What follows belongs to an exercise in optimizing a design on an open flow for small area; a production flow would make more cautious choices.
Only simulation tests tie the RTL to the original design; equivalence was not proved.

`flow/design.v`:
```
module sprite_compositor #(
  parameter int unsigned         NUM_OBJ  = 4,
  parameter int unsigned         COORD_W  = 10,
  parameter int unsigned         COLOR_W  = 24,
  parameter logic [COLOR_W-1:0]  BG_COLOR = '0
) (
  input  logic                         clk_i,
  input  logic                         reset_i,
  input  logic [COORD_W-1:0]           pixel_x_i,
  input  logic [COORD_W-1:0]           pixel_y_i,
  input  logic                         display_enable_i,
  input  logic                         frame_start_i,
  input  logic                         color_mode_i,
  input  logic [NUM_OBJ*COORD_W-1:0]   obj_x_i,
  input  logic [NUM_OBJ*COORD_W-1:0]   obj_y_i,
  input  logic [NUM_OBJ*COORD_W-1:0]   obj_w_i,
  input  logic [NUM_OBJ*COORD_W-1:0]   obj_h_i,
  input  logic [NUM_OBJ-1:0]           obj_circle_i,
  input  logic [NUM_OBJ*COLOR_W-1:0]   obj_color_i,
  input  logic [NUM_OBJ-1:0]           obj_en_i,
  output logic [COLOR_W-1:0]           rgb_o,
  output logic                         rgb_valid_o,
  output logic [NUM_OBJ-1:0]           hit_o,
  output logic [NUM_OBJ-1:0]           overlap_flags_o
);
  localparam int unsigned CW = COORD_W + 1;       
  localparam int unsigned SW = 2 * COORD_W + 3;   
  logic [NUM_OBJ*COORD_W-1:0] sh_x_q, sh_y_q, sh_w_q, sh_h_q;
  logic [NUM_OBJ-1:0]         sh_circle_q, sh_en_q;
  logic [NUM_OBJ*COLOR_W-1:0] sh_color_q;
  always_ff @(posedge clk_i or posedge reset_i) begin
    if (reset_i) begin
      sh_x_q      <= '0;
      sh_y_q      <= '0;
      sh_w_q      <= '0;
      sh_h_q      <= '0;
      sh_circle_q <= '0;
      sh_en_q     <= '0;
      sh_color_q  <= '0;
    end else if (frame_start_i) begin
      sh_x_q      <= obj_x_i;
      sh_y_q      <= obj_y_i;
      sh_w_q      <= obj_w_i;
      sh_h_q      <= obj_h_i;
      sh_circle_q <= obj_circle_i;
      sh_en_q     <= obj_en_i;
      sh_color_q  <= obj_color_i;
    end
  end
  logic [NUM_OBJ-1:0] rect_d, circ_d;
  logic [CW-1:0]      dx_d [NUM_OBJ];
  logic [CW-1:0]      dy_d [NUM_OBJ];
  logic [SW-1:0]      rsq_d [NUM_OBJ];
  always_comb begin
    rect_d = '0;
    circ_d = '0;
    for (int unsigned i = 0; i < NUM_OBJ; i++) begin
      logic [CW-1:0] px, py, x, y, w, h, r, cx, cy;
      px = CW'(pixel_x_i);
      py = CW'(pixel_y_i);
      x  = CW'(sh_x_q[i*COORD_W +: COORD_W]);
      y  = CW'(sh_y_q[i*COORD_W +: COORD_W]);
      w  = CW'(sh_w_q[i*COORD_W +: COORD_W]);
      h  = CW'(sh_h_q[i*COORD_W +: COORD_W]);
      r  = w >> 1;
      cx = x + r;
      cy = y + r;
      rect_d[i] = sh_en_q[i] && !sh_circle_q[i] &&
                  (px >= x) && (px < x + w) && (py >= y) && (py < y + h);
      circ_d[i] = sh_en_q[i] && sh_circle_q[i];
      dx_d[i]   = (px >= cx) ? px - cx : cx - px;
      dy_d[i]   = (py >= cy) ? py - cy : cy - py;
      rsq_d[i]  = SW'(r) * SW'(r);
    end
  end
  logic                       de1_q, mode1_q;
  logic [NUM_OBJ-1:0]         rect1_q, circ1_q;
  logic [CW-1:0]              dx1_q [NUM_OBJ];
  logic [CW-1:0]              dy1_q [NUM_OBJ];
  logic [SW-1:0]              rsq1_q [NUM_OBJ];
  logic [NUM_OBJ*COLOR_W-1:0] col1_q, col2_q;
  always_ff @(posedge clk_i or posedge reset_i) begin
    if (reset_i) begin
      de1_q   <= 1'b0;
      mode1_q <= 1'b0;
      rect1_q <= '0;
      circ1_q <= '0;
      col1_q  <= '0;
      for (int unsigned i = 0; i < NUM_OBJ; i++) begin
        dx1_q[i]  <= '0;
        dy1_q[i]  <= '0;
        rsq1_q[i] <= '0;
      end
    end else begin
      de1_q   <= display_enable_i;
      mode1_q <= color_mode_i;
      rect1_q <= rect_d;
      circ1_q <= circ_d;
      col1_q  <= sh_color_q;
      for (int unsigned i = 0; i < NUM_OBJ; i++) begin
        dx1_q[i]  <= dx_d[i];
        dy1_q[i]  <= dy_d[i];
        rsq1_q[i] <= rsq_d[i];
      end
    end
  end
  logic [NUM_OBJ-1:0] hit2_d, hit2_q;
  logic               de2_q, mode2_q;
  always_comb begin
    hit2_d = '0;
    for (int unsigned i = 0; i < NUM_OBJ; i++) begin
      hit2_d[i] = rect1_q[i] ||
                  (circ1_q[i] && (SW'(dx1_q[i]) * SW'(dx1_q[i]) +
                                  SW'(dy1_q[i]) * SW'(dy1_q[i]) <= rsq1_q[i]));
    end
  end
  always_ff @(posedge clk_i or posedge reset_i) begin
    if (reset_i) begin
      de2_q   <= 1'b0;
      mode2_q <= 1'b0;
      hit2_q  <= '0;
      col2_q  <= '0;
    end else begin
      de2_q   <= de1_q;
      mode2_q <= mode1_q;
      hit2_q  <= hit2_d;
      col2_q  <= col1_q;
    end
  end
  logic [COLOR_W-1:0] rgb_d, rgb_q;
  logic [NUM_OBJ-1:0] hit_d, hit_q;
  logic               valid_q;
  always_comb begin
    logic found;
    found = 1'b0;
    rgb_d = '0;
    hit_d = '0;
    if (de2_q) begin
      hit_d = hit2_q;
      if (mode2_q) begin
        rgb_d = BG_COLOR;
        for (int unsigned i = 0; i < NUM_OBJ; i++) begin
          if (hit2_q[i] && !found) begin
            rgb_d = col2_q[i*COLOR_W +: COLOR_W];
            found = 1'b1;
          end
        end
      end else begin
        rgb_d = (|hit2_q) ? '0 : '1;
      end
    end
  end
  always_ff @(posedge clk_i or posedge reset_i) begin
    if (reset_i) begin
      rgb_q   <= '0;
      valid_q <= 1'b0;
      hit_q   <= '0;
    end else begin
      rgb_q   <= rgb_d;
      valid_q <= de2_q;
      hit_q   <= hit_d;
    end
  end
  logic [NUM_OBJ-1:0] upd_d, acc_q, ovl_q;
  always_comb begin
    upd_d = '0;
    for (int unsigned i = 0; i < NUM_OBJ; i++) begin
      logic [NUM_OBJ-1:0] others;
      others   = hit_q & ~(NUM_OBJ'(1) << i);
      upd_d[i] = valid_q && hit_q[i] && (|others);
    end
  end
  always_ff @(posedge clk_i or posedge reset_i) begin
    if (reset_i) begin
      acc_q <= '0;
      ovl_q <= '0;
    end else if (frame_start_i) begin
      ovl_q <= acc_q | upd_d;
      acc_q <= '0;
    end else begin
      acc_q <= acc_q | upd_d;
    end
  end
  assign rgb_o           = rgb_q;
  assign rgb_valid_o     = valid_q;
  assign hit_o           = hit_q;
  assign overlap_flags_o = ovl_q;
endmodule
```
`flow/run.sh`:
```
#!/bin/bash
# synth_recipe.tcl (not shown) runs the flow's synth.tcl, then flattens the netlist and writes it again
# the make line also repeats each setting of config.mk as NAME=value (left out here)
make -C /OpenROAD-flow-scripts/flow DESIGN_CONFIG=/design/flow/config.mk WORK_HOME=/design/flow/orfs CLKGATE_MAP_FILE= SYNTH_SCRIPT=/design/flow/synth_recipe.tcl finish
```
`flow/config.mk`:
```
export PLATFORM = sky130hd
export DESIGN_NAME = sprite_compositor
export DESIGN_NICKNAME = sprite_compositor
export VERILOG_FILES = /design/flow/design.v
export SDC_FILE = /design/flow/constraint.sdc
export NUM_CORES = 4
export LEC_CHECK = 0
export CAP_MARGIN = 20
export CORE_MARGIN = 2
export CORE_UTILIZATION = 40
export SLEW_MARGIN = 20
```
`flow/constraint.sdc`:
```
create_clock -name core_clock -period 9.0 [get_ports {clk_i}]
set_input_delay 1.8000 -clock core_clock [delete_from_list [all_inputs] [get_ports {clk_i}]]
set_output_delay 1.8000 -clock core_clock [all_outputs]
set_load 0.01 [all_outputs]
```
==> summary.txt <==
==> stage by stage <==
| stage | area, um^2 | TNS, ns | std cells |
|---|---|---|---|
| finish | 82100 | 0 | 10176 |
| global route | 82100 | 0 | 10170 |
| CTS | 82100 | 0 | 10163 |
| detailed placement | 79000 | 0 | 10007 |
| global placement | 79000 | 0 | 10006 |
| floorplan | 73000 | -1258.46 | 7442 |
==> cell usage after synthesis (21+ instances only) <==
cell      number
o21ai_1       30
nor2b_1       90
nand4_1       21
a211oi_1      25
mux2i_1       42
xnor2_1      256
a21oi_1      363
nand2b_1      60
fa_1         830
ha_1        1058
mux2_2       202
xor2_1       103
a31oi_1       24
a221oi_1      28
nor2_1       252
o21bai_1      73
o21a_1        55
and2_1       320
inv_1       1608
a21o_1       179
dfrtp_1      665
nand3_1       39
o21ai_0      227
nor3_1        44
nand2_1      430
clkbuf_1     169
a22oi_1       25
==> layer usage <==
| metal | up-vias | track usage, % |
|---|---|---|
| met4 | 54 | 10.1 |
| met3 | 382 | 3.82 |
| met2 | 1024 | 37.0 |
| met1 | 25459 | 26.1 |
| li1 | 24256 | - |
| met5 | - | 0 |
==> layout make-up <==
| type | instances | area share [%] |
|---|---|---|
| multi-input combinational | 4989 | 60.5 |
| clock inverter | 38 | 0.760 |
| inverter | 1608 | 7.36 |
| tap | 2370 | 3.61 |
| clock buffer | 118 | 2.96 |
| antenna | 13 | 0.0396 |
| sequential | 665 | 20.3 |
| timing repair buffer | 375 | 4.48 |
==> how the worst max path moves through the flow <==
stage	startpoint	endpoint	depth (start not counted)
after global placement	dx1_q[0][7]$_DFF_PP0_	hit2_q[0]$_DFF_PP0_	27
after CTS	dx1_q[0][4]$_DFF_PP0_	hit2_q[0]$_DFF_PP0_	27
final	dx1_q[1][7]$_DFF_PP0_	hit2_q[1]$_DFF_PP0_	26
after detailed placement	dx1_q[1][7]$_DFF_PP0_	hit2_q[1]$_DFF_PP0_	26
after floorplan	reset_i	acc_q[0]$_DFF_PP0_	1
after global routing	dx1_q[0][4]$_DFF_PP0_	hit2_q[0]$_DFF_PP0_	27
==> cell families after synthesis <==
group                    share of synthesized area (%)
XOR/XNOR                                          4.31
multiplexers                                      3.73
AND/OR/NAND/NOR                                   9.08
adder cells (fa/ha/maj)                           40.9
flip-flops                                        22.8
AO/OA/AOI/OAI                                     10.0
buffers and inverters                             9.20
==> flip-flops by register name (all words and copies together), names as in the netlist, 24 cells and up <==
signal      cells
dx1_q          44
sh_w_q         40
rgb_q          24
dy1_q          44
sh_h_q         40
sh_x_q         40
col2_q         96
col1_q         96
rsq1_q         68
sh_y_q         40
sh_color_q     96
==> layout by cell type, fill, tap and decap left out, types with 29 or more instances in the layout <==
master,netlist,layout
mux2_2,202,202
inv_1,1608,1607
ha_1,1058,1058
nand2b_1,60,60
xnor2_1,256,256
a21o_1,179,179
clkbuf_16,0,84
o21bai_1,73,73
a21oi_1,363,363
o21a_1,55,55
nor2_1,252,252
nand2_1,430,430
clkdlybuf4s50_1,0,319
dfrtp_1,665,664
fa_1,830,830
xor2_1,103,103
o21ai_0,227,227
buf_4,0,49
nor2b_1,90,89
nor3_1,44,44
o21ai_1,30,29
mux2i_1,42,42
nand3_1,39,39
and2_1,320,320
==> load_flow_metrics.sql <==
INSERT INTO impl_metrics (metric_group, metric, value, unit) VALUES
('outcome', 'status', 'timing/DRC/antenna clean', ''),
('setup_path', 'critical-path-top-delay-family', 'adder cells', ''),
('floorplanning', 'floorplan.initialDensity', '40.3', '%'),
('final_layout', 'post-route-util', '45.3', '%'),
('grt', 'largest_net_degree_at_the_start_of_global_routing', '163', ''),
('sta', 'final.hold.worst_slack', '0.332', 'ns'),
('final_layout', 'post_route_cells_drive_above_1_share', '5.75', '%'),
('yosys', 'synth_area', '73000', 'um^2'),
('worst_hold_path', 'worstHoldPathCells', '0', ''),
('drt', 'drt-met1-wl', '79500', 'um'),
('worst_hold_path', 'hold-path-endpoint', 'col2_q[23]$_DFF_PP0_', ''),
('placed_design', 'numPortBuffers', '321', ''),
('sta', 'tightestPinTransition', '0.991', 'ns'),
('drt', 'first_pass_iters', '7', ''),
('drt', 'drt_first_iter_violations', '2488', ''),
('clock_network', 'cts_post_setup_buffers_inserted', '0', ''),
('setup_path', 'startpoint_type', 'register', ''),
('sta', 'max_freq', '124', 'MHz'),
('clock_network', 'hold_buffers', '0', ''),
('setup_path', 'worst_ep_arrival_time', '8.68', 'ns'),
('drt', 'wl_met2', '95400', 'um'),
('final_layout', 'fill_cells', '17258', ''),
('grt', 'first_global_vias', '54749', ''),
('yosys', 'top_ff_cell_synth', 'dfrtp_1', ''),
('clock_network', 'inserted_clock_buffers', '84', ''),
('sta', 'grt_setup_unrepaired', 'no', ''),
('floorplanning', 'die_y', '431', 'um'),
('sta', 'slew-limit-headroom', '33.9', '%'),
('clock_network', 'cts.path.max_buffers', '3', ''),
('final_layout', 'areaGrowthSynthToFinish', '12.4', '%'),
('yosys', 'number_of_synthesis_warnings', '7', ''),
('setup_path', 'worst-endpoint-required', '9.61', 'ns'),
('clock_network', 'post_cts_resize_count', '0', ''),
('yosys', 'register_area_share_after_synthesis', '22.8', '%'),
('setup_path', 'cp_slowest_cell', 'fa_1', ''),
('drt', 'route.antenna.remaining_nets', '0', ''),
('floorplanning', 'die_area', '186000', 'um^2'),
('yosys', 'post_synth.cell_area_avg', '9.81', 'um^2'),
('grt', 'number_of_antenna_violations_at_the_first_check_in_global_routing', '38', ''),
('drt', 'post-route-drc-count', '0', ''),
('yosys', 'synth_largest_type_area_fraction', '22.8', '%'),
('sta', 'final.setup_skew', '0.0627', 'ns'),
('grt', 'grt_pass1_wl', '309000', 'um'),
('final_layout', 'multiInputGateArea', '49700', 'um^2'),
('setup_path', 'end_kind', 'register', ''),
('drt', 'detailroute.via_count', '51175', ''),
('clock_network', 'path_clk_slew', '0.06', 'ns'),
('floorplanning', 'die_width', '431', 'um'),
('clock_network', 'ctsRootBufferMaster', 'clkbuf_16', ''),
('setup_path', 'cp_slowest_stage_delay', '0.63', 'ns'),
('setup_path', 'timing.reg2reg.worst_path_depth', '26', ''),
('yosys', 'postSynthRegisterBits', '665', ''),
('placed_design', 'global_placer_s_final_weighted_congestion', '0.909', ''),
('setup_path', 'critical-path-top-cell-by-count', 'fa_1', ''),
('clock_network', 'tritoncts_clock_tree', 'built', ''),
('worst_hold_path', 'hp-class', 'reg2reg', ''),
('floorplanning', 'num_io_pins', '322', ''),
('setup_path', 'reg2reg_setup_slack', '0.93', 'ns'),
('yosys', 'postSynthNetCount', '9619', ''),
('yosys', 'synthCells', '7442', ''),
('drt', 'wl_met3', '9530', 'um'),
('sta', 'crit_path_time_final', '8.07', 'ns'),
('yosys', 'cell_types_with_the_largest_area_share_after_synthesis', 'dfrtp_1, fa_1, ha_1, inv_1, mux2_2', '');

-- port drivers added, routing unchanged --
How much do the figures lean on ideal ports? The routed layout below was timed once more, with nothing changed but the port constraints. Step 1 sets driving cells, clkbuf_16 on the clock port and buf_2 on the other inputs (assumed; they add their load-dependent delay and slew). Step 2, shift: input delay + t, output delay - t, t = (earliest + latest rising clock arrival at the registers) / 2. This alone moves slack from input paths to output paths. a / b / c = no drivers / after step 1 / after step 2; a / b = the first two.
t (ns): 0.783
setup WS [ns]: 0.933 / 0.933 / 0.933
worst register clock-pin slew, ns: 0.07 / 0.07
After both steps this run still meets setup and hold. For this run, drivers alone change the setup slack by 0.000 ns; drivers and shift together by 0.000 ns.
